What follows belongs to an exercise in optimizing a design on an open flow for small area, a short achievable clock period and few clock cycles per item; a production flow would make more cautious choices. No run shown here included a check of the RTL's function; only the layout flow was run. No activity file was given, so power comes from the tool's default toggle rates.

==> design.v <==
package mpat_pkg;
  localparam int ZERO_W   = 12;
  localparam int GAIN_W   = 16;
  localparam int DEG_W    = 9;
  localparam int THR_W    = 12;
  localparam int STAGE_W  = 4;
  localparam int OUT_W    = 12;
  localparam int ANGLE_W  = 22;
  localparam int FRAC_W   = 8;
  localparam int APB_DATA_W = 32;
  localparam int APB_ADDR_W = 5;
  localparam int REG_IDX_W  = 3;
  localparam logic [REG_IDX_W-1:0] REG_ZERO_CODE      = 3'd0;
  localparam logic [REG_IDX_W-1:0] REG_GAIN_Q16       = 3'd1;
  localparam logic [REG_IDX_W-1:0] REG_STAGE_DEGREES  = 3'd2;
  localparam logic [REG_IDX_W-1:0] REG_ANGLE_OFFSET   = 3'd3;
  localparam logic [REG_IDX_W-1:0] REG_JUMP_THRESHOLD = 3'd4;
  localparam logic [REG_IDX_W-1:0] REG_MAX_STAGE      = 3'd5;
  localparam logic [ZERO_W-1:0]  RST_ZERO_CODE      = 12'd427;
  localparam logic [GAIN_W-1:0]  RST_GAIN_Q16       = 16'd2376;
  localparam logic [DEG_W-1:0]   RST_STAGE_DEGREES  = 9'd120;
  localparam logic [DEG_W-1:0]   RST_ANGLE_OFFSET   = 9'd55;
  localparam logic [THR_W-1:0]   RST_JUMP_THRESHOLD = 12'd2200;
  localparam logic [STAGE_W-1:0] RST_MAX_STAGE      = 4'd4;
  typedef struct packed {
    logic [ZERO_W-1:0]  zero_code;
    logic [GAIN_W-1:0]  gain_q16;
    logic [DEG_W-1:0]   stage_degrees;
    logic [DEG_W-1:0]   angle_offset;
    logic [THR_W-1:0]   jump_threshold;
    logic [STAGE_W-1:0] max_stage;
  } cfg_t;
endpackage
module multiturn_polar_angle_tracker #(
  parameter int SAMPLES_PER_AVERAGE = 5,
  parameter int SAMPLE_BITS         = 12
) (
  input  logic                                  clk,
  input  logic                                  rst,
  input  logic                                  psel,
  input  logic                                  penable,
  input  logic                                  pwrite,
  input  logic [mpat_pkg::APB_ADDR_W-1:0]       paddr,
  input  logic [mpat_pkg::APB_DATA_W-1:0]       pwdata,
  output logic [mpat_pkg::APB_DATA_W-1:0]       prdata,
  output logic                                  pready,
  input  logic [SAMPLE_BITS-1:0]                sample,
  input  logic                                  sample_valid,
  output logic                                  sample_stall,
  output logic signed [mpat_pkg::ANGLE_W-1:0]   angle_q8,
  output logic [mpat_pkg::STAGE_W-1:0]          stage,
  output logic [mpat_pkg::OUT_W-1:0]            average,
  output logic [mpat_pkg::OUT_W-1:0]            max_seen,
  output logic [mpat_pkg::OUT_W-1:0]            min_seen,
  output logic                                  result_valid,
  input  logic                                  result_stall
);
  logic [11:0] r_zero;
  logic [15:0] r_gain;
  logic [8:0]  r_deg;
  logic [8:0]  r_off;
  logic [11:0] r_thr;
  logic [3:0]  r_max;
  logic [2:0]  idx;
  logic        wr;
  assign idx    = paddr[4:2];
  assign wr     = psel && penable && pwrite;
  assign pready = 1'b1;
  always_ff @(posedge clk) begin
    if (rst) begin
      r_zero <= mpat_pkg::RST_ZERO_CODE;
      r_gain <= mpat_pkg::RST_GAIN_Q16;
      r_deg  <= mpat_pkg::RST_STAGE_DEGREES;
      r_off  <= mpat_pkg::RST_ANGLE_OFFSET;
      r_thr  <= mpat_pkg::RST_JUMP_THRESHOLD;
      r_max  <= mpat_pkg::RST_MAX_STAGE;
    end else if (wr) begin
      case (idx)
        3'd0:    r_zero <= pwdata[11:0];
        3'd1:    r_gain <= pwdata[15:0];
        3'd2:    r_deg  <= pwdata[8:0];
        3'd3:    r_off  <= pwdata[8:0];
        3'd4:    r_thr  <= pwdata[11:0];
        3'd5:    r_max  <= pwdata[3:0];
        default: ;
      endcase
    end
  end
  always_comb begin
    case (idx)
      3'd0:    prdata = {20'd0, r_zero};
      3'd1:    prdata = {16'd0, r_gain};
      3'd2:    prdata = {23'd0, r_deg};
      3'd3:    prdata = {23'd0, r_off};
      3'd4:    prdata = {20'd0, r_thr};
      3'd5:    prdata = {28'd0, r_max};
      default: prdata = '0;
    endcase
  end
  logic [13:0] acc;
  logic [2:0]  cnt;
  logic        take;
  logic        last;
  logic [14:0] acc_sum;
  assign take    = sample_valid && !sample_stall;
  assign last    = (cnt == 3'd4);
  assign acc_sum = {1'b0, acc} + {3'b0, sample};
  always_ff @(posedge clk) begin
    if (rst) begin
      acc <= '0;
      cnt <= '0;
    end else if (take) begin
      if (last) begin
        acc <= '0;
        cnt <= '0;
      end else begin
        acc <= acc_sum[13:0];
        cnt <= cnt + 3'd1;
      end
    end
  end
  logic [14:0] sq;
  logic        s_full;
  logic        s_half;
  logic        s_mean;
  logic        d_done;
  logic        t_done;
  logic [11:0] mean;
  function automatic logic [3:0] d5step(input logic [2:0] r, input logic b);
    logic       q;
    logic [2:0] n;
    q    = r[2] | (r[1] & (r[0] | b));
    n[0] = r[2] ? ~b : (r[1] ? (r[0] & ~b) : b);
    n[1] = r[2] ? ~b : (r[1] ? (r[0] & b) : r[0]);
    n[2] = r[2] ? b : (r[1] & ~r[0] & ~b);
    d5step = {q, n};
  endfunction
  logic [14:0] div_a;
  logic [14:0] div_b;
  always_comb begin
    logic [2:0] r;
    logic [3:0] o;
    logic [4:0] qa;
    logic [6:0] qb;
    r  = {1'b0, sq[14:13]};
    qa = '0;
    for (int i = 12; i >= 7; i--) begin
      o = d5step(r, sq[i]);
      if (i <= 11) qa[i - 7] = o[3];
      r = o[2:0];
    end
    div_a = {r, qa, sq[6:0]};
    r  = sq[14:12];
    qb = '0;
    for (int i = 6; i >= 0; i--) begin
      o = d5step(r, sq[i]);
      qb[i] = o[3];
      r = o[2:0];
    end
    div_b = {3'b0, sq[11:7], qb};
  end
  assign mean = sq[11:0];
  logic [11:0] avg_q;
  logic [3:0]  stg_q;
  logic [11:0] max_q;
  logic [11:0] min_q;
  logic        rv_q;
  logic        out_busy;
  logic        acc_res;
  logic        out_free;
  logic        do_trk;
  logic        do_load;
  assign acc_res  = rv_q && !result_stall;
  assign out_free = !out_busy || acc_res;
  logic [13:0] up_s;
  logic [13:0] up_c;
  logic [13:0] dn_s;
  logic [13:0] dn_c;
  logic [13:0] up_y;
  logic [13:0] dn_y;
  logic        up;
  logic        down;
  logic [12:0] gt_y;
  logic [12:0] lt_y;
  logic        new_max;
  logic        new_min;
  logic [4:0]  step;
  logic [3:0]  stg_next;
  always_comb begin
    logic [13:0] p;
    logic [13:0] m;
    logic [13:0] np;
    logic [13:0] nm;
    logic [13:0] nt;
    p  = {2'b0, avg_q};
    m  = {2'b0, mean};
    np = ~p;
    nm = ~m;
    nt = ~{2'b0, r_thr};
    for (int i = 0; i < 14; i++) begin
      up_s[i] = p[i] ^ nm[i] ^ nt[i];
      dn_s[i] = m[i] ^ np[i] ^ nt[i];
    end
    up_c[0] = 1'b1;
    dn_c[0] = 1'b1;
    for (int i = 1; i < 14; i++) begin
      up_c[i] = (p[i-1] & nm[i-1]) | (p[i-1] & nt[i-1]) | (nm[i-1] & nt[i-1]);
      dn_c[i] = (m[i-1] & np[i-1]) | (m[i-1] & nt[i-1]) | (np[i-1] & nt[i-1]);
    end
  end
  assign up_y    = up_s + up_c;
  assign dn_y    = dn_s + dn_c;
  assign up      = !up_y[13];
  assign down    = !dn_y[13];
  assign gt_y    = {1'b0, mean} + {1'b0, ~max_q};
  assign lt_y    = {1'b0, min_q} + {1'b0, ~mean};
  assign new_max = gt_y[12];
  assign new_min = lt_y[12];
  always_comb begin
    if (up) begin
      step = {1'b0, stg_q} + 5'd1;
    end else if (down) begin
      step = {1'b0, stg_q} - 5'd1;
    end else begin
      step = {1'b0, stg_q};
    end
    if (step > {1'b0, r_max}) begin
      stg_next = '0;
    end else begin
      stg_next = step[3:0];
    end
  end
  logic signed [16:0] a_q;
  logic [13:0]        d_q;
  logic [7:0]         l_q;
  logic [1:0]         m_cnt;
  logic               m_busy;
  logic               m_idle;
  logic [12:0]        dval;
  logic [6:0]         dneg;
  logic [16:0]        a_init;
  assign dval = {1'b0, mean} - {1'b0, r_zero};
  always_comb begin
    logic [15:0] dx;
    dx = {dval[12], dval[12], dval, 1'b0};
    for (int j = 0; j < 7; j++) begin
      dneg[j] = dx[2*j+2] & ~(dx[2*j+1] & dx[2*j]);
    end
    a_init     = '0;
    a_init[0]  = dneg[0];
    a_init[2]  = dneg[1];
    a_init[4]  = dneg[2];
    a_init[6]  = dneg[3];
    a_init[7]  = 1'b1;
    a_init[8]  = dneg[4];
    a_init[10] = dneg[5];
    a_init[12] = dneg[6];
  end
  assign m_idle  = !m_busy && (!rv_q || acc_res);
  assign do_load = s_full && s_mean && !d_done && m_idle;
  assign do_trk  = s_full && s_mean && !t_done && out_free;
  logic trk_d;
  logic m_go;
  assign m_go = (m_cnt != 2'd3) || (out_busy && !trk_d);
  logic [20:0] row0;
  logic [20:0] row1;
  logic [20:0] cs_s;
  logic [20:0] cs_c;
  logic [20:0] tsum;
  always_comb begin
    logic [2:0]  b0;
    logic [2:0]  b1;
    logic        one0;
    logic        two0;
    logic        neg0;
    logic        one1;
    logic        two1;
    logic        neg1;
    logic [17:0] g1;
    logic [17:0] g2;
    logic [20:0] a;
    b0   = d_q[2:0];
    b1   = d_q[4:2];
    one0 = b0[1] ^ b0[0];
    two0 = (b0[2] & ~b0[1] & ~b0[0]) | (~b0[2] & b0[1] & b0[0]);
    neg0 = b0[2] & ~(b0[1] & b0[0]);
    one1 = b1[1] ^ b1[0];
    two1 = (b1[2] & ~b1[1] & ~b1[0]) | (~b1[2] & b1[1] & b1[0]);
    neg1 = b1[2] & ~(b1[1] & b1[0]);
    g1   = {2'b0, r_gain};
    g2   = {1'b0, r_gain, 1'b0};
    for (int i = 0; i < 18; i++) begin
      row0[i]     = ((one0 & g1[i]) | (two0 & g2[i])) ^ neg0;
      row1[i + 2] = ((one1 & g1[i]) | (two1 & g2[i])) ^ neg1;
    end
    row0[20:18] = {3{neg0}};
    row1[1:0]   = 2'b00;
    row1[20]    = neg1;
    if (m_cnt == 2'd3) begin
      row1 = {{3{x_q[13]}}, x_q, 4'b0};
    end
    a = 21'(a_q);
    for (int i = 0; i < 21; i++) begin
      cs_s[i] = a[i] ^ row0[i] ^ row1[i];
    end
    cs_c[0] = 1'b0;
    for (int i = 1; i < 21; i++) begin
      cs_c[i] = (a[i-1] & row0[i-1]) | (a[i-1] & row1[i-1]) | (row0[i-1] & row1[i-1]);
    end
  end
  assign tsum = cs_s + cs_c;
  logic [13:0] x_q;
  logic [13:0] x_next;
  always_comb begin
    logic [13:0] r [5];
    logic [13:0] s1;
    logic [13:0] c1;
    logic [13:0] s2;
    logic [13:0] c2;
    logic [13:0] s3;
    logic [13:0] c3;
    for (int j = 0; j < 4; j++) begin
      r[j] = stg_q[j] ? (14'(r_deg) << j) : 14'd0;
    end
    r[4] = ~{5'b0, r_off};
    for (int i = 0; i < 14; i++) begin
      s1[i] = r[4][i] ^ r[0][i] ^ r[1][i];
    end
    c1[0] = 1'b1;
    for (int i = 1; i < 14; i++) begin
      c1[i] = (r[4][i-1] & r[0][i-1]) | (r[4][i-1] & r[1][i-1]) | (r[0][i-1] & r[1][i-1]);
    end
    for (int i = 0; i < 14; i++) begin
      s2[i] = s1[i] ^ c1[i] ^ r[2][i];
    end
    c2[0] = 1'b0;
    for (int i = 1; i < 14; i++) begin
      c2[i] = (s1[i-1] & c1[i-1]) | (s1[i-1] & r[2][i-1]) | (c1[i-1] & r[2][i-1]);
    end
    for (int i = 0; i < 14; i++) begin
      s3[i] = s2[i] ^ c2[i] ^ r[3][i];
    end
    c3[0] = 1'b0;
    for (int i = 1; i < 14; i++) begin
      c3[i] = (s2[i-1] & c2[i-1]) | (s2[i-1] & r[3][i-1]) | (c2[i-1] & r[3][i-1]);
    end
    x_next = s3 + c3;
  end
  always_ff @(posedge clk) begin
    x_q <= x_next;
  end
  logic [2:0] cnt_next;
  logic       s_full_next;
  always_comb begin
    cnt_next = cnt;
    if (take) cnt_next = last ? 3'd0 : cnt + 3'd1;
    s_full_next = s_full;
    if (s_full && (d_done || do_load) && (t_done || do_trk)) s_full_next = 1'b0;
    if (take && last) s_full_next = 1'b1;
  end
  always_ff @(posedge clk) begin
    if (rst) begin
      s_full       <= 1'b0;
      s_half       <= 1'b0;
      s_mean       <= 1'b0;
      d_done       <= 1'b0;
      t_done       <= 1'b0;
      sample_stall <= 1'b0;
      m_busy       <= 1'b0;
      m_cnt        <= '0;
      trk_d        <= 1'b0;
      rv_q         <= 1'b0;
      out_busy     <= 1'b0;
      avg_q        <= '0;
      stg_q        <= '0;
      max_q        <= '0;
      min_q        <= '1;
    end else begin
      s_full       <= s_full_next;
      sample_stall <= (cnt_next == 3'd4) && s_full_next;
      if (take && last) begin
        s_half <= 1'b0;
        s_mean <= 1'b0;
        d_done <= 1'b0;
        t_done <= 1'b0;
      end else begin
        if (s_full) s_half <= 1'b1;
        if (s_full && s_half) s_mean <= 1'b1;
        if (do_load) d_done <= 1'b1;
        if (do_trk) t_done <= 1'b1;
      end
      if (do_load) begin
        m_busy <= 1'b1;
        m_cnt  <= '0;
      end else if (m_busy && m_go) begin
        m_cnt <= m_cnt + 2'd1;
        if (m_cnt == 2'd3) begin
          m_busy <= 1'b0;
        end
      end
      trk_d <= do_trk;
      if (m_busy && m_go && m_cnt == 2'd3) rv_q <= 1'b1;
      else if (acc_res) rv_q <= 1'b0;
      if (do_trk) out_busy <= 1'b1;
      else if (acc_res) out_busy <= 1'b0;
      if (do_trk) begin
        avg_q <= mean;
        stg_q <= stg_next;
        if (new_max) max_q <= mean;
        if (new_min) min_q <= mean;
      end
    end
  end
  always_ff @(posedge clk) begin
    if (take && last) begin
      sq <= acc_sum;
    end else if (s_full && !s_half) begin
      sq <= div_a;
    end else if (s_full && !s_mean) begin
      sq <= div_b;
    end
    if (do_load) begin
      a_q <= a_init;
      d_q <= {dval, 1'b0};
    end else if (m_busy && m_go) begin
      a_q <= tsum[20:4];
      d_q <= {{4{d_q[13]}}, d_q[13:4]};
      l_q <= {tsum[3:0], l_q[7:4]};
    end
  end
  assign angle_q8     = (!a_q[14] && a_q[13]) ? 22'h1fffff : {a_q[13:0], l_q};
  assign stage        = stg_q;
  assign average      = avg_q;
  assign max_seen     = max_q;
  assign min_seen     = min_q;
  assign result_valid = rv_q;
endmodule
==> flow/run.sh <==
#!/bin/bash
# Layout flow: the standard ORFS flow, with one change in synthesis: the
# ABC technology-mapping script is an area-oriented one (area.abc) instead of
# ORFS's speed script. Everything else (register mapping, flattening, renaming,
# floorplan, placement, CTS, routing) is the standard flow, run through
# standard.sh with its own make arguments.
set -euo pipefail
here=$(pwd)
# synthesis body: ORFS synth.tcl with the abc script argument replaced
sed 's#^source \$::env(SCRIPTS_DIR)/synth_preamble.tcl#source $::env(SCRIPTS_DIR)/synth_preamble.tcl\nset abc_args [lreplace $abc_args 1 1 $::env(MY_ABC_SCRIPT)]#' \
  "$FLOW_HOME/scripts/synth.tcl" > "$here/my_synth_body.tcl"
grep -q 'MY_ABC_SCRIPT' "$here/my_synth_body.tcl"
# The standard flow's synthesis wrapper, sourcing that body instead of ORFS's synth.tcl
sed "s#source \$::env(SCRIPTS_DIR)/synth.tcl#source $here/my_synth_body.tcl#" \
  "$here/synth_recipe.tcl" > "$here/my_synth.tcl"
grep -q 'my_synth_body.tcl' "$here/my_synth.tcl"
# standard.sh with the synthesis script swapped
sed "s#SYNTH_SCRIPT=[^ ]*#SYNTH_SCRIPT=$here/my_synth.tcl#" "$here/standard.sh" > "$here/my_standard.sh"
grep -q 'my_synth.tcl' "$here/my_standard.sh"
export MY_ABC_SCRIPT="$here/flow/area.abc"
bash "$here/my_standard.sh" > "$here/flow.log" 2>&1
==> flow/area.abc <==
&get -n
&st
&dch
&nf
&put
==> standard.sh <==
#!/bin/bash
# synth_recipe.tcl (not shown) runs the flow's synth.tcl, then flattens the netlist and writes it again
# the make line also repeats each setting of config.mk as NAME=value (left out here)
make -C /OpenROAD-flow-scripts/flow DESIGN_CONFIG=/design/flow/config.mk WORK_HOME=/design/flow/orfs CLKGATE_MAP_FILE= SYNTH_SCRIPT=/design/flow/synth_recipe.tcl "${@:-finish}"
==> config.mk <==
export PLATFORM = sky130hd
export DESIGN_NAME = multiturn_polar_angle_tracker
export DESIGN_NICKNAME = multiturn_polar_angle_tracker
export VERILOG_FILES = /design/flow/design.v
export SDC_FILE = /design/flow/constraint.sdc
export NUM_CORES = 4
export LEC_CHECK = 0
export CAP_MARGIN = 20
export CORE_MARGIN = 2
export CORE_UTILIZATION = 40
export SETUP_SLACK_MARGIN = 2.5
export SLEW_MARGIN = 20
==> constraint.sdc <==
create_clock -name core_clock -period 7.0 [get_ports {clk}]
set_input_delay 1.4000 -clock core_clock [delete_from_list [all_inputs] [get_ports {clk}]]
set_output_delay 1.4000 -clock core_clock [all_outputs]
set_load 0.01 [all_outputs]
==> results of run 1 <==
## per-layer routing
layer / routed length (um) / share of wire / track usage / vias up
li1: - / - / - / 5875
met1: 17800 / 0.45 / 0.291 / 5615
met2: 18400 / 0.47 / 0.365 / 322
met3: 2130 / 0.054 / 0.0424 / 53
met4: 889 / 0.023 / 0.0694 / 2
met5: 13 / 0.00033 / 0 / -
## cells by family after synthesis
| family | after synthesis | synth area share |
|---|---|---|
| and+or+nand+nor | 484 | 0.157 |
| AOI/OAI and AO/OA | 451 | 0.208 |
| DFF | 199 | 0.322 |
| adders and majority gates | 187 | 0.209 |
| buffers and inverters | 140 | 0.0430 |
| xor gates and xnor gates | 84 | 0.0537 |
| muxes | 8 | 0.00657 |
| other | 2 | 0.000548 |
## area by class of cell
type                    instances  area [um^2]  share of cell area
diodes                          1         2.50            0.000152
clock buffers                  20          479              0.0290
clock inverters                12          148             0.00894
inverters                     123          492              0.0298
multi-input cells            1231         8880               0.538
flip-flops and latches        199         4420               0.268
well taps                     448          561              0.0340
repair buffers                166         1530              0.0925
## registers in the layout, summed over array words and instances, names as in the netlist, 12 cells and up
name / flops
min_q: 12
r_gain: 16
acc: 14
a_q: 17
x_q: 14
max_q: 12
d_q: 14
r_thr: 12
avg_q: 12
r_zero: 12
sq: 15
## worst max-delay path, stage by stage
cell	delay [ns]
sky130_fd_sc_hd__dlygate4sd2_1	0.28
sky130_fd_sc_hd__nor3_1	0.21
sky130_fd_sc_hd__buf_4	0.25
sky130_fd_sc_hd__a22oi_1	0.11
sky130_fd_sc_hd__nand2_1	0.10
sky130_fd_sc_hd__clkdlybuf4s50_1	0.62
## timing repair
item / in CTS / in global routing
pin swaps: 6 / 8
setup buffers: 10 / 25
setup endpoints to repair: 26 / 36
resized for setup: 28 / 37
hold endpoints to repair: 0 / 0
## cells in the final DEF, fill, tap and decap left out, types with 5 or more instances in the layout
master | synthesis | routed
sky130_fd_sc_hd__clkbuf_16 | 0 | 19
sky130_fd_sc_hd__dfxtp_1 | 156 | 154
sky130_fd_sc_hd__dlygate4sd2_1 | 0 | 7
sky130_fd_sc_hd__clkdlybuf4s50_1 | 0 | 107
sky130_fd_sc_hd__o21ai_1 | 0 | 9
sky130_fd_sc_hd__a22oi_1 | 47 | 47
sky130_fd_sc_hd__a31oi_1 | 8 | 7
sky130_fd_sc_hd__a21o_1 | 20 | 20
sky130_fd_sc_hd__nor2b_1 | 15 | 11
sky130_fd_sc_hd__nand4_1 | 6 | 6
sky130_fd_sc_hd__nand2b_1 | 28 | 28
sky130_fd_sc_hd__mux2_1 | 8 | 8
sky130_fd_sc_hd__ha_1 | 116 | 111
sky130_fd_sc_hd__edfxtp_1 | 43 | 43
sky130_fd_sc_hd__o22ai_1 | 5 | 5
sky130_fd_sc_hd__o31ai_1 | 5 | 5
sky130_fd_sc_hd__nor3b_1 | 6 | 5
sky130_fd_sc_hd__o21a_1 | 9 | 9
sky130_fd_sc_hd__o211ai_1 | 12 | 12
sky130_fd_sc_hd__a211oi_1 | 39 | 39
sky130_fd_sc_hd__xor2_1 | 27 | 27
sky130_fd_sc_hd__buf_4 | 17 | 48
sky130_fd_sc_hd__nor3_1 | 20 | 20
sky130_fd_sc_hd__clkinv_1 | 123 | 112
sky130_fd_sc_hd__and2_0 | 27 | 26
sky130_fd_sc_hd__o21ai_0 | 122 | 112
sky130_fd_sc_hd__nand3_1 | 21 | 20
sky130_fd_sc_hd__o21bai_1 | 5 | 5
sky130_fd_sc_hd__xnor2_1 | 57 | 57
sky130_fd_sc_hd__conb_1 | 2 | 17
sky130_fd_sc_hd__fa_1 | 70 | 70
sky130_fd_sc_hd__nor2_1 | 146 | 143
sky130_fd_sc_hd__a22o_1 | 9 | 9
sky130_fd_sc_hd__inv_6 | 0 | 5
sky130_fd_sc_hd__nand2_1 | 194 | 194
sky130_fd_sc_hd__a21oi_1 | 121 | 118
sky130_fd_sc_hd__a222oi_1 | 14 | 14
sky130_fd_sc_hd__o311ai_0 | 9 | 9
## power breakdown
| group | switching, mW | internal (mW) |
|---|---|---|
| registers | 0.0449 | 1.21 |
| logic | 0.445 | 0.377 |
| clock network | 0.492 | 0.581 |
| total | 0.983 | 2.17 |
## path summary, 6_finish.rpt
check	startpoint	slack, ns	to
hold / removal	l_q[7]$_DFFE_PP_	0.44	l_q[3]$_DFFE_PP_
hold reg to reg	l_q[7]$_DFFE_PP_	0.44	l_q[3]$_DFFE_PP_
setup / recovery	paddr[2]	2.62	prdata[10]
setup reg to reg	d_q[2]$_DFFE_PP_	2.71	a_q[15]$_SDFFE_PP0P_
==> impl_results.rst, run 1 <==
.. list-table::
   :header-rows: 1

   * - Metric
     - Value
   * - Max_cap viols
     - 0
   * - Die Y
     - between 150 and 200 um
   * - VDD IR max
     - about 0.00018 V
   * - Critical path startpoint category
     - input pin
   * - Number of buffers added by the clock tree synthesis step
     - 17
   * - Final clock skew
     - roughly 0.012 ns
   * - Finish-stage setup viols
     - 0
   * - Depth of the worst register-to-register path
     - 17
   * - Total instance count after detailed placement
     - roughly 2100
   * - Core footprint
     - 33600 um^2
   * - WHS
     - approximately 0.44 ns
   * - Global-route congestion overflow total
     - 0
   * - Number of standard cells in the layout, taps in and fillers out
     - 2200
   * - Achievable clock frequency
     - 0.228 GHz
   * - Core occupancy in the finished layout
     - 0.491
   * - Netlist cell types
     - 59
   * - Worst hold path class
     - reg -> reg
   * - Clock latency on the worst-skew pair
     - about 0.45 ns
   * - Final Worst Setup Slack
     - between 2 and 3 ns
   * - Period Utilization, post-route
     - 0.625
   * - Result of the run
     - complete, no violations
   * - TritonCTS clock tree
     - yes
   * - Type of the worst setup path
     - in -> out
   * - Post-layout net count
     - roughly 2000
   * - CTS clock-pin slew for the worst setup and hold paths
     - 0.07 ns
   * - Worst slack, placed
     - approximately 1.9 ns
   * - Min-Delay Path Depth
     - 0
   * - Transition time of the tightest slew-check pin
     - ~1.1 ns
   * - Post-route DRC
     - 0
   * - Vias in the first global route
     - around 11000
   * - Commonest cells post-synth
     - sky130_fd_sc_hd__nand2_1, sky130_fd_sc_hd__dfxtp_1, sky130_fd_sc_hd__nor2_1
   * - Top Ports
     - around 150
   * - HPWL after detailed placement
     - slightly below 30 mm
   * - Most used flip-flop cell after synthesis
     - sky130_fd_sc_hd__dfxtp_1
   * - Gp weighted congestion
     - approximately 0.86
   * - Hold Fails Final Rpt
     - 0
   * - Rel. slew slack
     - 0.263
   * - Synthesized area divided by synthesized cell count
     - approximately 9 um^2
   * - Antenna-violating nets left
     - 0
   * - First-pass GRT wire length
     - around 62 mm
   * - Share of synthesized registers carrying an async set or reset
     - 0
   * - Final critical path time including I/O delays and setup
     - roughly 4.4 ns
   * - Signal arrival time at the worst endpoint
     - 2.98 ns
   * - Largest net degree at the start of global routing
     - 55
   * - Pre-antenna DRT Iters
     - 6
   * - Data required time of the critical path
     - around 5.6 ns
   * - Library cell with the highest instance count after synthesis
     - sky130_fd_sc_hd__nand2_1
   * - Combined global-route utilization of all metal layers
     - 0.221
   * - Detailed Route WL
     - just under 40 mm
   * - Number of warning messages in the yosys log
     - 2
   * - Via total after detailed routing
     - around 12000
   * - Clock tree root buffer cell
     - sky130_fd_sc_hd__clkbuf_16
   * - Area of all placed cells without fillers
     - between 15000 and 20000 um^2
   * - Filler cell count in the final layout
     - between 3000 and 4000
   * - EDFF count, synth
     - between 40 and 50
   * - Placed cell areas
     - ~15000 um^2
   * - Power per unit of standard cell area
     - 191 nW/um^2
   * - Average vias per placed instance
     - 5.39
   * - Number of buffers on the longest clock path
     - 2
   * - Leak Pwr
     - 6.45 nW
   * - Cell taking the most area after synthesis
     - sky130_fd_sc_hd__dfxtp_1
   * - DIE AREA
     - 35800 um^2
   * - Accumulated negative setup slack
     - 0 ns
   * - Row count
     - between 60 and 70
   * - Post-route total power
     - around 3.2 mW
   * - Critical Path Fanout Max
     - 14
   * - Max-slew violation count
     - 0
   * - Cell area after synthesis
     - about 14000 um^2
   * - Routed wirelength normalized by instance count
     - between 15 and 20 um
   * - RSZ-0062 raised after global routing
     - yes
   * - Drt initial violations
     - roughly 1100
   * - Proportion of synthesized chip area in sequential cells
     - 0.322
   * - Initial Utilization
     - 0.408
   * - Most area-consuming cells after synthesis
     - sky130_fd_sc_hd__dfxtp_1, sky130_fd_sc_hd__ha_1, sky130_fd_sc_hd__fa_1, sky130_fd_sc_hd__edfxtp_1, sky130_fd_sc_hd__nand2_1
   * - Synth Register Bits
     - roughly 200
   * - Mapped Cells
     - 1555
   * - Growth of design area from synthesis to finish
     - 20.4%
   * - Share of the synthesized area in the top cell type
     - 0.228
   * - Number of H-tree levels
     - 4
   * - CP Capture Type
     - output port
   * - Count of clock tree sinks
     - 199
   * - Post-CTS Hold Fix Bufs
     - 0
   * - Port buffer count
     - between 100 and 150
   * - Share of post-route cells with drive strength above 1
     - 0.0668
   * - Number of antenna violations at the first check in global routing
     - 2
   * - Die width
     - 189 um
==> run 2, diff against run 1 <==
--- a/config.mk
+++ b/config.mk
@@ -10,3 +10,3 @@
 export CORE_UTILIZATION = 40
-export SETUP_SLACK_MARGIN = 2.5
+export SETUP_SLACK_MARGIN = 2.0
 export SLEW_MARGIN = 20
==> run 2 against run 1 <==
- design area down 0.79%
- flip-flop and latch count unchanged
- largest cell class unchanged
- combinational power down 2%
- hold slack better by 0.0050 ns
- largest power group unchanged
==> impl_results.rst, run 2 <==
.. list-table::
   :header-rows: 1

   * - Metric
     - Value
   * - Startpoint of the worst setup timing path
     - paddr[4]
   * - CP Capture Type
     - output port
   * - VDD IR max
     - about 0.00019 V
   * - Synthesized area divided by synthesized cell count
     - 8.82 um^2
   * - Power per unit of standard cell area
     - roughly 190 nW/um^2
   * - Detailed Route WL
     - 38.6 mm
   * - Signal arrival time at the worst endpoint
     - approximately 3.4 ns
   * - Count of clock tree sinks
     - between 150 and 200
   * - Row count
     - 67
   * - Antenna-violating nets left
     - 0
   * - HPWL after detailed placement
     - a little under 30 mm
   * - CTS clock-pin slew for the worst setup and hold paths
     - roughly 0.070 ns
   * - Critical path startpoint category
     - input pin
   * - Routed wirelength normalized by instance count
     - approximately 18 um
   * - Die width
     - approximately 190 um
   * - Share of post-route cells with drive strength above 1
     - 0.0533
   * - Mapped Cells
     - 1555
   * - Largest net degree at the start of global routing
     - 59
   * - EDFF count, synth
     - 43
   * - Final critical path time including I/O delays and setup
     - around 4.8 ns
   * - Filler cell count in the final layout
     - 3267
   * - Number of buffers added by the clock tree synthesis step
     - 17
   * - Max stage delay on crit path
     - 0.58 ns
   * - Library cell with the highest instance count after synthesis
     - sky130_fd_sc_hd__nand2_1
   * - Beginning of the worst register-to-register path
     - sq[9]$_DFFE_PP_
   * - Number of warning messages in the yosys log
     - 2
   * - Hold Fails Final Rpt
     - 0
   * - Type of the worst setup path
     - in -> out
   * - Combined global-route utilization of all metal layers
     - 0.219
   * - WHS
     - roughly 0.45 ns
   * - Critical Path Fanout Max
     - 14
   * - Port buffer count
     - 117
   * - Average vias per placed instance
     - roughly 5.4
   * - Commonest cells after routing, fill and taps aside
     - sky130_fd_sc_hd__nand2_1, sky130_fd_sc_hd__dfxtp_1, sky130_fd_sc_hd__nor2_1, sky130_fd_sc_hd__a21oi_1, sky130_fd_sc_hd__o21ai_0
   * - Drt initial violations
     - between 800 and 900
   * - Achievable clock frequency
     - approximately 0.21 GHz
   * - Most area-consuming cells after synthesis
     - sky130_fd_sc_hd__dfxtp_1, sky130_fd_sc_hd__ha_1, sky130_fd_sc_hd__fa_1, sky130_fd_sc_hd__edfxtp_1, sky130_fd_sc_hd__nand2_1
   * - Transition time of the tightest slew-check pin
     - 0.958 ns
   * - Data required time of the critical path
     - about 5.6 ns
   * - Cell type with the highest occurrence count on the critical path
     - sky130_fd_sc_hd__clkdlybuf4s50_1
   * - Gp weighted congestion
     - approximately 0.87
   * - Commonest non-fill, non-tap cell in the layout
     - sky130_fd_sc_hd__nand2_1
   * - Post-layout net count
     - between 1500 and 2000
   * - Share of the synthesized area in the top cell type
     - 0.228
   * - Period Utilization, post-route
     - 0.687
   * - TritonCTS clock tree
     - yes
   * - Pre-antenna DRT Iters
     - 6
   * - Number of H-tree levels
     - 4
   * - Growth of design area from synthesis to finish
     - 19.4%
   * - Depth of the worst register-to-register path
     - 18
   * - Most used flip-flop cell after synthesis
     - sky130_fd_sc_hd__dfxtp_1
   * - RSZ-0062 raised after global routing
     - yes
   * - Final clock skew
     - 0.0130 ns
   * - Number of antenna violations at the first check in global routing
     - 2
   * - Leak Pwr
     - between 6 and 7 nW
   * - First-pass GRT wire length
     - between 60 and 70 mm
   * - Critical-path cell with the highest stage delay
     - sky130_fd_sc_hd__clkdlybuf4s50_1
   * - Share of synthesized registers carrying an async set or reset
     - 0
   * - Cell area after synthesis
     - ~14000 um^2
   * - Post-CTS Hold Fix Bufs
     - 0
   * - Finish-stage setup viols
     - 0
   * - Die Y
     - 189 um
   * - Endpoint of the most critical setup path
     - prdata[11]
   * - Number of flip-flops under the largest register name
     - 17
   * - Clock tree root buffer cell
     - sky130_fd_sc_hd__clkbuf_16
   * - Synth Register Bits
     - 199
   * - Rel. slew slack
     - 0.361
   * - Cell taking the most area after synthesis
     - sky130_fd_sc_hd__dfxtp_1
   * - Top Ports
     - 153
   * - Vias in the first global route
     - between 10000 and 15000
   * - Commonest cells post-synth
     - sky130_fd_sc_hd__nand2_1, sky130_fd_sc_hd__dfxtp_1, sky130_fd_sc_hd__nor2_1
   * - Initial Utilization
     - 0.408
   * - CP cell instances
     - clkdlybuf4s50_1 > nor3_1 > buf_4 > a222oi_1 > clkinv_1 > clkdlybuf4s50_1
   * - Register containing the most flip-flops in the final layout
     - a_q
   * - Accumulated negative setup slack
     - 0 ns
   * - Netlist cell types
     - 59
   * - Via total after detailed routing
     - approximately 12000
   * - Global-route congestion overflow total
     - 0
   * - Worst flop-to-flop path endpoint
     - stg_q[2]$_SDFFE_PP0P_
   * - Result of the run
     - complete, no violations
   * - DIE AREA
     - 35800 um^2
   * - Register-to-register setup slack
     - 2.43 ns
   * - Post-route DRC
     - 0
   * - Max_cap viols
     - 0
   * - Max-slew violation count
     - 0
   * - Largest registers
     - a_q: 17 flops, r_gain: 16 flops, sq: 15 flops
   * - Clock latency on the worst-skew pair
     - approximately 0.46 ns
   * - Number of buffers on the longest clock path
     - 2
   * - Core footprint
     - between 30000 and 40000 um^2
   * - Proportion of synthesized chip area in sequential cells
     - 0.322
   * - Worst hold path class
     - reg -> reg
==> run 2: cell counts after synthesis <==
No cell type changed its count.
==> run 2: final cells by class <==
cell class,count,area (um^2),area share
Antenna cell,1,2.50,0.000153
Clock buffer,18,439,0.0268
Clock inverter,14,156,0.00955
Inverter,123,483,0.0295
Multi-Input combinational cell,1231,8820,0.539
Sequential cell,199,4410,0.270
Tap cell,448,561,0.0342
Timing Repair Buffer,161,1500,0.0914
==> run 2: power by group <==
| group | switching (mW) | internal, mW |
|---|---|---|
| combinational | 0.436 | 0.370 |
| sequential | 0.0449 | 1.21 |
| clock | 0.503 | 0.518 |
| total | 0.984 | 2.10 |
==> run 2: metal layers <==
| metal | up-vias | GRT usage | wire length [um] |
|---|---|---|---|
| met4 | 2 | 0.0661 | 794 |
| met1 | 5651 | 0.289 | 17700 |
| met3 | 51 | 0.0445 | 1960 |
| li1 | 5872 | - | - |
| met2 | 301 | 0.361 | 18100 |
| met5 | - | 0 | 13 |
==> run 2: critical path: cells and delay by family <==
family / cells / cell delay (ns)
AOI/OAI and AO/OA: 1 / 0.35
and+or+nand+nor: 1 / 0.10
buffers and inverters: 4 / 1.55
==> run 2: cell families (layout without fill, tap and decap cells) <==
family	after synthesis	in the layout	synth area share
DFF	199	199	0.322
muxes	8	8	0.00657
other	2	18	0.000548
xor gates and xnor gates	84	84	0.0537
adders and majority gates	187	187	0.209
AOI/OAI and AO/OA	451	451	0.208
buffers and inverters	140	316	0.0430
and+or+nand+nor	484	484	0.157
==> run 2: repair_timing <==
action                                  CTS  global route
endpoints found under the setup margin    6            17
pin swaps                                 0             2
buffers inserted                          0            30
resized for setup                         3            16
hold endpoints to repair                  0             0
==> run 2: worst min-delay path by stage <==
stage	cells after the start	slack, ns	end	startpoint
after global routing	0	0.47	l_q[0]$_DFFE_PP_	l_q[4]$_DFFE_PP_
final	0	0.45	l_q[3]$_DFFE_PP_	l_q[7]$_DFFE_PP_
after global placement	0	0.43	l_q[2]$_DFFE_PP_	l_q[6]$_DFFE_PP_
after CTS	0	0.45	l_q[3]$_DFFE_PP_	l_q[7]$_DFFE_PP_
after floorplan	0	0.42	l_q[0]$_DFFE_PP_	l_q[4]$_DFFE_PP_
after detailed placement	0	0.44	l_q[3]$_DFFE_PP_	l_q[7]$_DFFE_PP_
==> run 2: metrics by stage <==
step / util / std cells / cell area (um^2) / setup slack [ns] / power (mW)
after floorplan: - / 1570 / 13800 / 2.09 / 1.83
after global routing: 0.487 / 2194 / 16400 / 1.96 / 3.26
after detailed placement: 0.461 / 2132 / 15500 / 1.78 / 2.09
after global placement: 0.461 / 2132 / 15500 / 1.90 / 2.07
after CTS: 0.478 / 2164 / 16100 / 2.02 / 3.11
final: 0.487 / 2195 / 16400 / 2.19 / 3.08
==> run 3, diff against run 2 <==
--- a/config.mk
+++ b/config.mk
@@ -10,3 +10,4 @@
 export CORE_UTILIZATION = 40
-export SETUP_SLACK_MARGIN = 2.0
+export CTS_BUF_LIST = sky130_fd_sc_hd__clkbuf_4 sky130_fd_sc_hd__clkbuf_8
+export SETUP_SLACK_MARGIN = 3.0
 export SLEW_MARGIN = 20
==> run 3 against run 2 <==
- hold slack improved by 0.0033 ns
- routed wire length grew 5.3%
- die area unchanged
- setup slack gained 0.64 ns
- register-to-register slack better by 0.40 ns
- combinational power grew 34%
- global-route usage increased by 0.60 points
==> impl_results.rst, run 3 <==
.. list-table::
   :header-rows: 1

   * - Metric
     - Value
   * - Drt initial violations
     - around 720
   * - Clock latency on the worst-skew pair
     - roughly 0.5 ns
   * - Most used flip-flop cell after synthesis
     - sky130_fd_sc_hd__dfxtp_1
   * - TritonCTS clock tree
     - yes
   * - Number of buffers added by the clock tree synthesis step
     - 17
   * - Largest family of logic cells by synthesized area
     - adder cells
   * - Average vias per placed instance
     - between 5 and 6
   * - Post-route DRC
     - 0
   * - Transition time of the tightest slew-check pin
     - 1.08 ns
   * - Global-route congestion overflow total
     - 0
   * - WHS
     - 0.451 ns
   * - Gp weighted congestion
     - 0.872
   * - Simple-gate area share of the yosys netlist
     - 0.157
   * - Vias in the first global route
     - roughly 12000
   * - Commonest non-fill, non-tap cell in the layout
     - sky130_fd_sc_hd__nand2_1
   * - Mux share of post-synthesis cell area
     - 0.00657
   * - Register containing the most flip-flops in the final layout
     - a_q
   * - Largest registers
     - a_q: 17 flops, r_gain: 16 flops, sq: 15 flops
   * - Share of synthesized registers carrying an async set or reset
     - 0
   * - Antenna-violating nets left
     - 0
   * - Commonest cells after routing, fill and taps aside
     - sky130_fd_sc_hd__nand2_1, sky130_fd_sc_hd__dfxtp_1, sky130_fd_sc_hd__nor2_1, sky130_fd_sc_hd__a21oi_1, sky130_fd_sc_hd__clkinv_1
   * - Critical Path Fanout Max
     - 3
   * - Share of the synthesized area in the top cell type
     - 0.228
   * - Growth of design area from synthesis to finish
     - 25.1%
   * - Number of standard cells in the layout, taps in and fillers out
     - around 2200
   * - Leak Pwr
     - 6.71 nW
   * - Most area-consuming cells after synthesis
     - sky130_fd_sc_hd__dfxtp_1, sky130_fd_sc_hd__ha_1, sky130_fd_sc_hd__fa_1, sky130_fd_sc_hd__edfxtp_1, sky130_fd_sc_hd__nand2_1
   * - Row count
     - 67
   * - Achievable clock frequency
     - approximately 0.24 GHz
   * - Rel. slew slack
     - 0.280
   * - Combined buffer and inverter count along the critical path
     - 2
   * - Placed cell areas
     - between 15000 and 20000 um^2
   * - Max-slew violation count
     - 0
   * - Post-layout net count
     - between 2000 and 2500
   * - Synthesized area divided by synthesized cell count
     - just under 9 um^2
   * - Min-Delay Path Depth
     - 0
   * - Count of clock tree sinks
     - 199
   * - Critical-path cell with the highest stage delay
     - sky130_fd_sc_hd__fa_1
   * - Number of antenna violations at the first check in global routing
     - 3
   * - Min-delay src
     - l_q[6]$_DFFE_PP_
   * - Depth of the worst register-to-register path
     - 20
   * - Worst flop-to-flop path endpoint
     - stg_q[2]$_SDFFE_PP0P_
   * - Number of H-tree levels
     - 4
   * - End point of the most critical hold path
     - l_q[2]$_DFFE_PP_
   * - VDD IR max
     - about 0.00014 V
   * - DIE AREA
     - ~36000 um^2
   * - Cell taking the most area after synthesis
     - sky130_fd_sc_hd__dfxtp_1
   * - Power per unit of standard cell area
     - between 150 and 200 nW/um^2
   * - Synth Register Bits
     - between 150 and 200
   * - Synth Area in XOR/XNOR
     - 0.0537
   * - Finish-stage setup viols
     - 0
   * - Via total after detailed routing
     - about 12000
   * - Cell area after synthesis
     - roughly 14000 um^2
   * - Cell type with the highest occurrence count on the critical path
     - sky130_fd_sc_hd__a21oi_1
   * - Post-CTS Hold Fix Bufs
     - 0
   * - Area taken by flip-flops and latches
     - 4420 um^2
   * - Clock tree root buffer cell
     - sky130_fd_sc_hd__clkbuf_8
   * - Final critical path time including I/O delays and setup
     - roughly 4.2 ns
   * - Area of all placed cells without fillers
     - ~17000 um^2
   * - Total instance count after detailed placement
     - ~2100
   * - Max stage delay on crit path
     - ~0.50 ns
   * - CP cell instances
     - clkinv_4 > fa_1 > clkinv_2 > ha_4 > a21oi_1 > nor2_1 > a2111oi_2 > o21ai_1 > a41o_1 > nand3_2 > o21ai_2 > xor2_2 > ha_1 > a21oi_1 > o21ai_1 > a21oi_1 > a41oi_1 > or3_4 > nand3b_1 > a21oi_1
   * - Max_cap viols
     - 0
   * - Worst hold path class
     - reg -> reg
   * - Top Ports
     - between 150 and 200
   * - Netlist cell types
     - slightly below 60
   * - Pre-antenna DRT Iters
     - 5
   * - Proportion of synthesized chip area in sequential cells
     - 0.322
   * - EDFF count, synth
     - 43
   * - HPWL after detailed placement
     - approximately 29 mm
   * - Compound-cell area share of the yosys netlist
     - 0.208
   * - Period Utilization, post-route
     - 0.596
   * - CP Capture Type
     - flop
   * - Initial Utilization
     - 0.408
   * - Number of flip-flops under the largest register name
     - 17
   * - Register-to-register setup slack
     - 2.83 ns
   * - Mapped Cells
     - roughly 1600
   * - First-pass GRT wire length
     - around 63 mm
   * - Result of the run
     - complete, no violations
   * - Port buffer count
     - around 120
   * - Die Y
     - between 150 and 200 um
   * - Filler cell count in the final layout
     - approximately 3100
   * - RSZ-0062 raised after global routing
     - yes
   * - Core occupancy in the finished layout
     - 0.510
   * - Final clock skew
     - around 0.023 ns
   * - Share of post-route cells with drive strength above 1
     - 0.144
   * - Adder-cell share of the synthesized area
     - 0.209
   * - Accumulated negative setup slack
     - 0 ns
   * - Commonest cells post-synth
     - sky130_fd_sc_hd__nand2_1, sky130_fd_sc_hd__dfxtp_1, sky130_fd_sc_hd__nor2_1
   * - Number of warning messages in the yosys log
     - 2
   * - Critical path startpoint category
     - flop
   * - Detailed Route WL
     - between 40 and 50 mm
   * - Beginning of the worst register-to-register path
     - sq[2]$_DFFE_PP_
   * - Largest delay contributor family on the critical path
     - compound AO/OA/AOI/OAI gates
   * - Largest net degree at the start of global routing
     - 55
   * - Signal arrival time at the worst endpoint
     - about 4.6 ns
   * - Library cell with the highest instance count after synthesis
     - sky130_fd_sc_hd__nand2_1
   * - Data required time of the critical path
     - approximately 7.4 ns
   * - Die width
     - between 150 and 200 um
   * - Hold Fails Final Rpt
     - 0
   * - Combined global-route utilization of all metal layers
     - 0.225
   * - Number of buffers on the longest clock path
     - 2
   * - Routed wirelength normalized by instance count
     - ~18 um
   * - Type of the worst setup path
     - reg -> reg
   * - CTS clock-pin slew for the worst setup and hold paths
     - about 0.12 ns
   * - Core footprint
     - 33600 um^2
   * - Combined area of the multi-input logic cells
     - between 9000 and 10000 um^2
run 3: cell counts after synthesis:
Identical to the previous run, type by type.
run 3: kinds of logic (layout without fill, tap and decap cells):
kind of cell               count (synthesis)  in the layout
and+or+nand+nor                          484            484
AOI/OAI and AO/OA                        451            451
DFF                                      199            199
adders and majority gates                187            187
buffers and inverters                    140            365
xor gates and xnor gates                  84             84
muxes                                      8              8
other                                      2             18
run 3: repair_timing:
action,CTS,global route
buffers inserted,53,25
hold endpoints to repair,0,0
gates resized for setup,146,92
pin swaps,37,66
cloned,2,0
setup endpoints to repair,53,28
run 3: worst reg2reg max path: stages, from the launching register on:
cell and delay (ns):
sky130_fd_sc_hd__edfxtp_1 0.47, sky130_fd_sc_hd__clkinv_4 0.09, sky130_fd_sc_hd__fa_1 0.50, sky130_fd_sc_hd__clkinv_2 0.10, sky130_fd_sc_hd__ha_4 0.23, sky130_fd_sc_hd__a21oi_1 0.14
sky130_fd_sc_hd__nor2_1 0.07, sky130_fd_sc_hd__a2111oi_2 0.24, sky130_fd_sc_hd__o21ai_1 0.13, sky130_fd_sc_hd__a41o_1 0.29, sky130_fd_sc_hd__nand3_2 0.12, sky130_fd_sc_hd__o21ai_2 0.07
sky130_fd_sc_hd__xor2_2 0.15, sky130_fd_sc_hd__ha_1 0.36, sky130_fd_sc_hd__a21oi_1 0.15, sky130_fd_sc_hd__o21ai_1 0.08, sky130_fd_sc_hd__a21oi_1 0.13, sky130_fd_sc_hd__a41oi_1 0.06
sky130_fd_sc_hd__or3_4 0.38, sky130_fd_sc_hd__nand3b_1 0.18, sky130_fd_sc_hd__a21oi_1 0.18
run 3: where the power goes:
part	internal, mW	switching [mW]
clock	0.300	0.445
combinational	0.519	0.557
sequential	1.21	0.0453
run 3: cell type report:
cell class / count / area share
sequential: 199 / 0.258
inverter: 123 / 0.0290
clock buffer: 19 / 0.0149
clock inverter: 13 / 0.00686
antenna: 1 / 0.000146
multi-input combinational: 1231 / 0.549
timing repair buffer: 210 / 0.110
tap: 448 / 0.0327
run 3: metrics by stage:
step	worst slack, ns	total power, mW
after global routing	2.55	3.24
after CTS	2.78	2.90
after floorplan	2.97	1.83
after detailed placement	1.97	2.09
final	2.83	3.08
after global placement	2.01	2.08
run 3: how the worst max path moves through the flow:
stage	depth (start not counted)	endpoint	slack, ns	from
final	20	stg_q[2]$_SDFFE_PP0P_	2.83	sq[2]$_DFFE_PP_
after global routing	20	stg_q[2]$_SDFFE_PP0P_	2.55	sq[6]$_DFFE_PP_
after CTS	19	stg_q[2]$_SDFFE_PP0P_	2.78	sq[1]$_DFFE_PP_
after detailed placement	6	d_q[1]$_DFFE_PP_	1.97	result_stall
after global placement	6	a_q[12]$_DFFE_PP_	2.01	result_stall
after floorplan	21	stg_q[1]$_SDFFE_PP0P_	2.97	sq[2]$_DFFE_PP_
run 3: per-layer routing:
| layer | share of wire | GRT usage |
|---|---|---|
| met5 | 0.00066 | 0 |
| met4 | 0.030 | 0.0838 |
| met3 | 0.054 | 0.0458 |
| met2 | 0.47 | 0.372 |
| met1 | 0.44 | 0.290 |
==> run 4, diff against run 3 <==
--- a/flow/run.sh
+++ b/flow/run.sh
@@ -19,2 +19,3 @@
 grep -q 'my_synth.tcl' "$here/my_standard.sh"
+export BUFFER_PORTS_ARGS="-buffer_cell sky130_fd_sc_hd__buf_2"
 export MY_ABC_SCRIPT="$here/flow/area.abc"
--- a/config.mk
+++ b/config.mk
@@ -10,3 +10,2 @@
 export CORE_UTILIZATION = 40
-export CTS_BUF_LIST = sky130_fd_sc_hd__clkbuf_4 sky130_fd_sc_hd__clkbuf_8
 export SETUP_SLACK_MARGIN = 3.0
==> run 4 against run 3 <==
- design area is 1.8% lower
- synthesized area stayed put
- largest power group unchanged
- final cell count is 0.40% lower
- routed wire length is 0.37% higher
- sequential share of layout area is 0.52 points higher
- via count is 0.91% lower
- critical path type unchanged
- global-route usage is 0.11 points lower
- synthesized cell count stayed put
- largest cell class unchanged
- highest routed layer unchanged
==> impl_results.rst, run 4 <==
.. list-table::
   :header-rows: 1

   * - Metric
     - Value
   * - RSZ-0062 raised after global routing
     - yes
   * - Number of buffers added by the clock tree synthesis step
     - 17
   * - Final critical path time including I/O delays and setup
     - around 4.2 ns
   * - Number of flip-flops under the largest register name
     - 17
   * - Largest net degree at the start of global routing
     - around 60
   * - Achievable clock frequency
     - roughly 0.24 GHz
   * - Antenna-violating nets left
     - 0
   * - Largest registers
     - a_q: 17 flops, r_gain: 16 flops, sq: 15 flops
   * - Vias in the first global route
     - 11600
   * - Gp weighted congestion
     - between 0.8 and 0.9
   * - Worst hold path class
     - reg -> reg
   * - Synth Register Bits
     - 199
   * - TritonCTS clock tree
     - yes
   * - Via total after detailed routing
     - roughly 12000
   * - Die Y
     - around 190 um
   * - Growth of design area from synthesis to finish
     - 22.9%
   * - Count of clock tree sinks
     - about 200
   * - Design internal power
     - 2.16 mW
   * - CTS clock-pin slew for the worst setup and hold paths
     - 0.08 ns
   * - Hold Fails Final Rpt
     - 0
   * - Critical Path Fanout Max
     - 6
   * - Final clock skew
     - between 0.015 and 0.02 ns
   * - Drt initial violations
     - slightly above 900
   * - Number of H-tree levels
     - 4
   * - Routed wirelength normalized by instance count
     - approximately 18 um
   * - Power per unit of standard cell area
     - 194 nW/um^2
   * - DIE AREA
     - 35800 um^2
   * - Finish-stage setup viols
     - 0
   * - Transition time of the tightest slew-check pin
     - 1.07 ns
   * - Number of antenna violations at the first check in global routing
     - 3
   * - Synthesized area divided by synthesized cell count
     - 8.82 um^2
   * - Clock tree root buffer cell
     - sky130_fd_sc_hd__clkbuf_16
   * - Mapped Cells
     - roughly 1600
   * - Library cell with the highest instance count after synthesis
     - sky130_fd_sc_hd__nand2_1
   * - Signal arrival time at the worst endpoint
     - between 4 and 5 ns
   * - EDFF count, synth
     - 43
   * - Post-route DRC
     - 0
   * - Initial Utilization
     - 0.408
   * - Data required time of the critical path
     - between 7 and 8 ns
   * - Combined global-route utilization of all metal layers
     - 0.224
   * - Max_cap viols
     - 0
   * - Register containing the most flip-flops in the final layout
     - a_q
   * - Global-route congestion overflow total
     - 0
   * - Result of the run
     - complete, no violations
   * - Share of post-route cells with drive strength above 1
     - 0.200
   * - Share of synthesized registers carrying an async set or reset
     - 0
   * - Most area-consuming cells after synthesis
     - sky130_fd_sc_hd__dfxtp_1, sky130_fd_sc_hd__ha_1, sky130_fd_sc_hd__fa_1, sky130_fd_sc_hd__edfxtp_1, sky130_fd_sc_hd__nand2_1
   * - Clock latency on the worst-skew pair
     - 0.45 ns
   * - Relative contribution of combinational cells to total power
     - 0.317
   * - Die width
     - between 150 and 200 um
   * - First-pass GRT wire length
     - 63.0 mm
   * - Clock network fraction of design power
     - 0.297
   * - Max-slew violation count
     - 0
   * - Critical-path cell with the highest stage delay
     - sky130_fd_sc_hd__fa_1
   * - Netlist cell types
     - around 60
   * - Power dissipated by switching net loads
     - around 1.1 mW
   * - Critical path startpoint category
     - flop
   * - CP cell instances
     - buf_6 > clkinv_4 > fa_1 > ha_1 > nand2_2 > nor3_2 > a2111oi_2 > o21ai_1 > a41o_1 > buf_6 > nor2b_1 > o22a_1 > ha_1 > nand2_1 > o21ai_1 > a21oi_1 > a41oi_1 > or3_4 > nand3b_1 > a21oi_1
   * - Post-layout net count
     - roughly 2000
   * - Max stage delay on crit path
     - 0.51 ns
   * - Accumulated negative setup slack
     - 0 ns
   * - Filler cell count in the final layout
     - roughly 3200
   * - WHS
     - about 0.44 ns
   * - Port buffer count
     - between 100 and 150
   * - Average vias per placed instance
     - between 5 and 6
   * - Proportion of synthesized chip area in sequential cells
     - 0.322
   * - Core footprint
     - about 34000 um^2
   * - CP Capture Type
     - flop
   * - Cell area after synthesis
     - around 14000 um^2
   * - Period Utilization, post-route
     - 0.597
   * - Type of the worst setup path
     - reg -> reg
   * - Commonest cells after routing, fill and taps aside
     - sky130_fd_sc_hd__nand2_1, sky130_fd_sc_hd__dfxtp_1, sky130_fd_sc_hd__nor2_1, sky130_fd_sc_hd__buf_2, sky130_fd_sc_hd__clkinv_1
   * - Commonest cells post-synth
     - sky130_fd_sc_hd__nand2_1, sky130_fd_sc_hd__dfxtp_1, sky130_fd_sc_hd__nor2_1
   * - Leak Pwr
     - between 6 and 7 nW
   * - HPWL after detailed placement
     - approximately 29 mm
   * - Number of buffers on the longest clock path
     - 2
   * - VDD IR max
     - around 0.00017 V
   * - Rel. slew slack
     - 0.285
   * - Detailed Route WL
     - roughly 40 mm
   * - Most used flip-flop cell after synthesis
     - sky130_fd_sc_hd__dfxtp_1
   * - Pre-antenna DRT Iters
     - 8
   * - Row count
     - 67
   * - Switching part of the total
     - 0.339
   * - Cell taking the most area after synthesis
     - sky130_fd_sc_hd__dfxtp_1
   * - Top Ports
     - 153
   * - Number of warning messages in the yosys log
     - 2
   * - Share of the synthesized area in the top cell type
     - 0.228
   * - Relative contribution of sequential cells to total power
     - 0.385
   * - Commonest non-fill, non-tap cell in the layout
     - sky130_fd_sc_hd__nand2_1
-- run 4: cell counts after synthesis --
No cell type changed its count.
-- run 4: final timing paths --
check                                 startpoint                     to  slack, ns  cells past startpoint
worst max-delay path             sq[3]$_DFFE_PP_  stg_q[2]$_SDFFE_PP0P_       2.82                     20
worst min register to register  l_q[7]$_DFFE_PP_       l_q[3]$_DFFE_PP_       0.44                      0
worst max register to register   sq[3]$_DFFE_PP_  stg_q[2]$_SDFFE_PP0P_       2.82                     20
worst min-delay path            l_q[7]$_DFFE_PP_       l_q[3]$_DFFE_PP_       0.44                      0
-- run 4: cells by family after synthesis --
family,Yosys count,share of synthesized area
xor gates and xnor gates,84,0.0537
buffers and inverters,140,0.0430
and+or+nand+nor,484,0.157
DFF,199,0.322
adders and majority gates,187,0.209
other,2,0.000548
AOI/OAI and AO/OA,451,0.208
muxes,8,0.00657
-- run 4: area by class of cell --
type / count / area [um^2] / area share
Clock buffer: 18 / 429 / 0.0255
Multi-Input combinational cell: 1231 / 9460 / 0.562
Tap cell: 448 / 561 / 0.0333
Timing Repair Buffer: 200 / 1320 / 0.0785
Antenna cell: 2 / 5.00 / 0.000297
Sequential cell: 199 / 4430 / 0.263
Inverter: 123 / 500 / 0.0297
Clock inverter: 14 / 136 / 0.00810
-- run 4: per-stage QoR --
stage	total power, mW	worst slack [ns]	cells	cell area (um^2)	utilization
6_report	3.26	2.82	2235	16800	0.501
4_1_cts	3.09	2.88	2211	16200	0.481
2_1_floorplan	1.83	2.97	1570	13800	-
5_1_grt	3.42	2.61	2234	16800	0.501
3_5_place_dp	2.04	2.13	2132	15000	0.445
3_3_place_gp	2.03	2.16	2132	15000	0.445
-- run 4: worst max-delay path, delay by kind of cell (launching register included) --
kind                     cells  cell delay, ns
adder cells (fa/ha/maj)      3            1.14
AND/OR/NAND/NOR              6            0.90
AO/OA/AOI/OAI                8            1.35
flip-flops                   1            0.35
buffers and inverters        3            0.38
-- run 4: timing repair --
item	CTS	global route
endpoints found under the setup margin	46	19
pin swaps	35	63
hold buffers	0	0
resized for setup	75	102
cloned	0	2
setup buffers	47	20
-- run 4: per-layer routing --
layer,wire [um],global-route usage,up-vias
met5,13,0,-
met4,1060,0.0658,2
met3,2070,0.0386,65
met2,19500,0.376,341
met1,18200,0.295,5809
li1,-,-,5945
-- run 4: power groups by stage --
stage / Combinational (mW) / Clock [mW] / Sequential (mW)
final: 1.04 / 0.970 / 1.26
after global routing: 1.13 / 1.03 / 1.26
after CTS: 0.851 / 0.982 / 1.26
after detailed placement: 0.754 / 0 / 1.28
after global placement: 0.742 / 0 / 1.28
after floorplan: 0.562 / 0 / 1.27
==> run 5, diff against run 4 <==
--- a/config.mk
+++ b/config.mk
@@ -10,3 +10,3 @@
 export CORE_UTILIZATION = 40
-export SETUP_SLACK_MARGIN = 3.0
+export SETUP_SLACK_MARGIN = 2.5
 export SLEW_MARGIN = 20
==> run 5 against run 4 <==
- hold slack better by 0.0028 ns
- count of clock-buffer cells in the layout down 1
- clock power up 2%
- total power down 7.1%
- final cell count down 1.4%
- non-clock buffer count down 30
- utilization down 2.5 points
- flip-flop and latch count unchanged
- clock skew down 0.00096 ns
- die area unchanged
- still clean on timing, DRC and antenna
==> impl_results.rst, run 5 <==
.. list-table::
   :header-rows: 1

   * - Metric
     - Value
   * - Min-delay src
     - l_q[7]$_DFFE_PP_
   * - Port buffer count
     - 117
   * - Period Utilization, post-route
     - 0.622
   * - Pre-antenna DRT Iters
     - 6
   * - Accumulated negative setup slack
     - 0 ns
   * - Via total after detailed routing
     - roughly 12000
   * - Routed wirelength normalized by instance count
     - ~18 um
   * - Total instance count after detailed placement
     - 2133
   * - Register containing the most flip-flops in the final layout
     - a_q
   * - Result of the run
     - complete, no violations
   * - Share of the synthesized area in the top cell type
     - 0.228
   * - Core footprint
     - 33600 um^2
   * - Startpoint of the worst setup timing path
     - sq[1]$_DFFE_PP_
   * - Number of buffers on the longest clock path
     - 2
   * - EDFF count, synth
     - 43
   * - Critical-path cell with the highest stage delay
     - sky130_fd_sc_hd__edfxtp_1
   * - Routed wire length on met2
     - between 15 and 20 mm
   * - CTS clock-pin slew for the worst setup and hold paths
     - about 0.09 ns
   * - Global-route congestion overflow total
     - 0
   * - Signal arrival time at the worst endpoint
     - 4.74 ns
   * - VDD IR max
     - 0.000184 V
   * - Share of post-route cells with drive strength above 1
     - 0.141
   * - Number of buffers added by the clock tree synthesis step
     - 17
   * - First-pass GRT wire length
     - between 60 and 70 mm
   * - Detailed Route WL
     - roughly 39 mm
   * - Netlist cell types
     - 59
   * - Hold Fails Final Rpt
     - 0
   * - Mapped Cells
     - about 1600
   * - Most used flip-flop cell after synthesis
     - sky130_fd_sc_hd__dfxtp_1
   * - Clock latency on the worst-skew pair
     - between 0.4 and 0.5 ns
   * - TritonCTS clock tree
     - yes
   * - Cell taking the most area after synthesis
     - sky130_fd_sc_hd__dfxtp_1
   * - Largest family of logic cells by synthesized area
     - adder cells
   * - Die Y
     - 189 um
   * - Synth Area in XOR/XNOR
     - 0.0537
   * - Rel. slew slack
     - 0.300
   * - Met3 wirelength from detailed routing
     - between 2 and 2.5 mm
   * - Commonest cells post-synth
     - sky130_fd_sc_hd__nand2_1, sky130_fd_sc_hd__dfxtp_1, sky130_fd_sc_hd__nor2_1
   * - Max_cap viols
     - 0
   * - Antenna-violating nets left
     - 0
   * - CP cell instances
     - buf_6 > fa_1 > ha_4 > a21oi_2 > nor2_1 > a2111oi_2 > o21ai_1 > a41o_1 > buf_4 > o21ai_0 > o22a_1 > ha_1 > nand2_1 > o21ai_0 > a21oi_1 > a41oi_1 > or3_4 > nor2_4 > a22oi_2 > nor2_1
   * - Growth of design area from synthesis to finish
     - 16.8%
   * - Row count
     - 67
   * - Leak Pwr
     - ~6.5 nW
   * - Drt initial violations
     - about 1000
   * - Count of clock tree sinks
     - roughly 200
   * - Top Ports
     - around 150
   * - Total routed wire length on the met1 layer
     - ~17 mm
   * - Average vias per placed instance
     - ~5.4
   * - Post-CTS Hold Fix Bufs
     - 0
   * - HPWL after detailed placement
     - between 20 and 30 mm
   * - Synth Register Bits
     - slightly below 200
   * - Proportion of synthesized chip area in sequential cells
     - 0.322
   * - Power per unit of standard cell area
     - approximately 190 nW/um^2
   * - Finish-stage setup viols
     - 0
   * - Vias in the first global route
     - around 11000
   * - Largest delay contributor family on the critical path
     - compound AO/OA/AOI/OAI gates
   * - Simple-gate area share of the yosys netlist
     - 0.157
   * - Clock tree root buffer cell
     - sky130_fd_sc_hd__clkbuf_16
   * - Largest registers
     - a_q: 17 flops, r_gain: 16 flops, sq: 15 flops
   * - Number of standard cells in the layout, taps in and fillers out
     - 2204
   * - Max-slew violation count
     - 0
   * - Synthesized area divided by synthesized cell count
     - 8.82 um^2
   * - Largest net degree at the start of global routing
     - 53
   * - Post-layout net count
     - 1984
   * - Transition time of the tightest slew-check pin
     - around 1.0 ns
   * - DIE AREA
     - 35800 um^2
   * - Compound-cell area share of the yosys netlist
     - 0.208
   * - Most area-consuming cells after synthesis
     - sky130_fd_sc_hd__dfxtp_1, sky130_fd_sc_hd__ha_1, sky130_fd_sc_hd__fa_1, sky130_fd_sc_hd__edfxtp_1, sky130_fd_sc_hd__nand2_1
   * - Combined buffer and inverter count along the critical path
     - 2
   * - Achievable clock frequency
     - ~0.23 GHz
   * - Post-route DRC
     - 0
   * - Share of synthesized registers carrying an async set or reset
     - 0
   * - RSZ-0062 raised after global routing
     - yes
   * - Initial Utilization
     - 0.408
   * - Data required time of the critical path
     - between 7 and 8 ns
   * - Cell area after synthesis
     - around 14000 um^2
   * - Number of warning messages in the yosys log
     - 2
   * - Type of the worst setup path
     - reg -> reg
   * - Worst hold path class
     - reg -> reg
   * - Commonest cells after routing, fill and taps aside
     - sky130_fd_sc_hd__nand2_1, sky130_fd_sc_hd__dfxtp_1, sky130_fd_sc_hd__nor2_1, sky130_fd_sc_hd__buf_2, sky130_fd_sc_hd__a21oi_1
   * - Critical path startpoint category
     - flop
   * - CP Capture Type
     - flop
   * - Final critical path time including I/O delays and setup
     - between 4 and 5 ns
   * - Number of H-tree levels
     - 4
   * - Adder-cell share of the synthesized area
     - 0.209
   * - Number of flip-flops under the largest register name
     - 17
   * - Post-route total power
     - 3.03 mW
   * - Highest Signal Layer
     - met5
   * - Core occupancy in the finished layout
     - 0.476
   * - Combined global-route utilization of all metal layers
     - 0.218
   * - Beginning of the worst register-to-register path
     - sq[1]$_DFFE_PP_
   * - Number of antenna violations at the first check in global routing
     - 3
   * - Max stage delay on crit path
     - slightly above 0.5 ns
   * - Gp weighted congestion
     - between 0.8 and 0.9
   * - Critical Path Fanout Max
     - 8
   * - Commonest non-fill, non-tap cell in the layout
     - sky130_fd_sc_hd__nand2_1
   * - Library cell with the highest instance count after synthesis
     - sky130_fd_sc_hd__nand2_1
   * - Final clock skew
     - around 0.019 ns
   * - Mux share of post-synthesis cell area
     - 0.00657
   * - Die width
     - about 190 um
-- run 5: cell counts after synthesis --
No cell type changed its count.
-- run 5: area by class of cell --
class | count | area [um^2]
inverters | 123 | 493
well taps | 448 | 561
clock inverters | 15 | 161
diodes | 1 | 2.50
multi-input cells | 1231 | 8960
clock buffers | 17 | 425
flip-flops and latches | 199 | 4420
fillers | 3283 | 17600
repair buffers | 170 | 991
-- run 5: logic make-up after synthesis --
group           Yosys count
compound gates          451
mux                       8
simple gates            484
fa+ha+maj               187
buf+inv                 140
flops                   199
xor+xnor                 84
other cells               2
-- run 5: path summary, 6_finish.rpt --
path              slack (ns)               endpoint  cells past startpoint
setup / recovery        2.65  stg_q[3]$_SDFFE_PP0P_                     20
hold / removal          0.45       l_q[3]$_DFFE_PP_                      0
setup reg to reg        2.65  stg_q[3]$_SDFFE_PP0P_                     20
hold reg to reg         0.45       l_q[3]$_DFFE_PP_                      0
-- run 5: where the power goes --
part	switching [mW]	total (mW)	internal, mW
Sequential	0.0454	1.26	1.21
Clock	0.512	0.987	0.475
Combinational	0.452	0.785	0.333
Total	1.01	3.03	2.02
-- run 5: timing repair --
action | 4_1_cts | 5_1_grt
setup buffers | 15 | 23
resized for setup | 17 | 51
endpoints found under the setup margin | 11 | 11
endpoints found under the hold margin | 0 | 0
pin swaps | 2 | 19
-- run 5: stage by stage --
| step | cell area [um^2] | setup slack [ns] | hold slack [ns] |
|---|---|---|---|
| 6_report | 16000 | 2.65 | 0.446 |
| 4_1_cts | 15700 | 2.49 | 0.452 |
| 3_3_place_gp | 14900 | 1.92 | 0.431 |
| 5_1_grt | 16000 | 2.39 | 0.465 |
| 3_5_place_dp | 14900 | 1.83 | 0.435 |
| 2_1_floorplan | 13800 | 2.65 | 0.417 |
-- run 5: worst reg2reg max path: stages (launching register included) --
cell and delay [ns]:
sky130_fd_sc_hd__edfxtp_1 0.51, sky130_fd_sc_hd__buf_6 0.20, sky130_fd_sc_hd__fa_1 0.45, sky130_fd_sc_hd__ha_4 0.28, sky130_fd_sc_hd__a21oi_2 0.14, sky130_fd_sc_hd__nor2_1 0.06
sky130_fd_sc_hd__a2111oi_2 0.35, sky130_fd_sc_hd__o21ai_1 0.13, sky130_fd_sc_hd__a41o_1 0.30, sky130_fd_sc_hd__buf_4 0.17, sky130_fd_sc_hd__o21ai_0 0.14, sky130_fd_sc_hd__o22a_1 0.21
sky130_fd_sc_hd__ha_1 0.25, sky130_fd_sc_hd__nand2_1 0.07, sky130_fd_sc_hd__o21ai_0 0.07, sky130_fd_sc_hd__a21oi_1 0.14, sky130_fd_sc_hd__a41oi_1 0.07, sky130_fd_sc_hd__or3_4 0.42
sky130_fd_sc_hd__nor2_4 0.15, sky130_fd_sc_hd__a22oi_2 0.07, sky130_fd_sc_hd__nor2_1 0.12
-- run 5: metal layers --
metal / vias to the layer above / track usage
li1: 5881 / -
met1: 5630 / 0.286
met2: 302 / 0.353
met3: 65 / 0.0493
met4: 4 / 0.0763
met5: - / 0

-- afterwards: timing with drivers on the ports --
No port has a modelled driver above. Below, the same layouts with a new extraction and two added sets of constraints. Step 1 assumes that a clkbuf_16 drives the clock port and a buf_2 every other input. Step 2 adds t to the input delays and takes it off the output delays; t is the mean of the earliest and latest rising clock arrival at the registers after step 1. Input paths then give back, and output paths get back, about the clock's delay inside the block. Slacks: no drivers / after step 1 / after step 2; pairs: no drivers / after step 1.
run	t, ns	setup slack, ns	hold WS [ns]	clock arrival spread, ns	pins driven straight from the clock port
run 1	0.498	2.623 / 2.600 / 2.548	0.442 / 0.442 / 0.442	0.016 / 0.017	1
run 2	0.498	2.189 / 2.160 / 2.014	0.447 / 0.447 / 0.447	0.017 / 0.018	1
run 3	0.538	2.827 / 2.827 / 2.652	0.451 / 0.451 / 0.451	0.023 / 0.023	1
run 4	0.489	2.819 / 2.819 / 2.819	0.443 / 0.443 / 0.443	0.020 / 0.020	1
run 5	0.502	2.647 / 2.647 / 2.450	0.446 / 0.446 / 0.446	0.019 / 0.019	1
After both steps setup and hold are still met in every run listed. The setup slack of run 5, which loses most, moves by 0.000 ns with the drivers and by -0.197 ns with both steps.
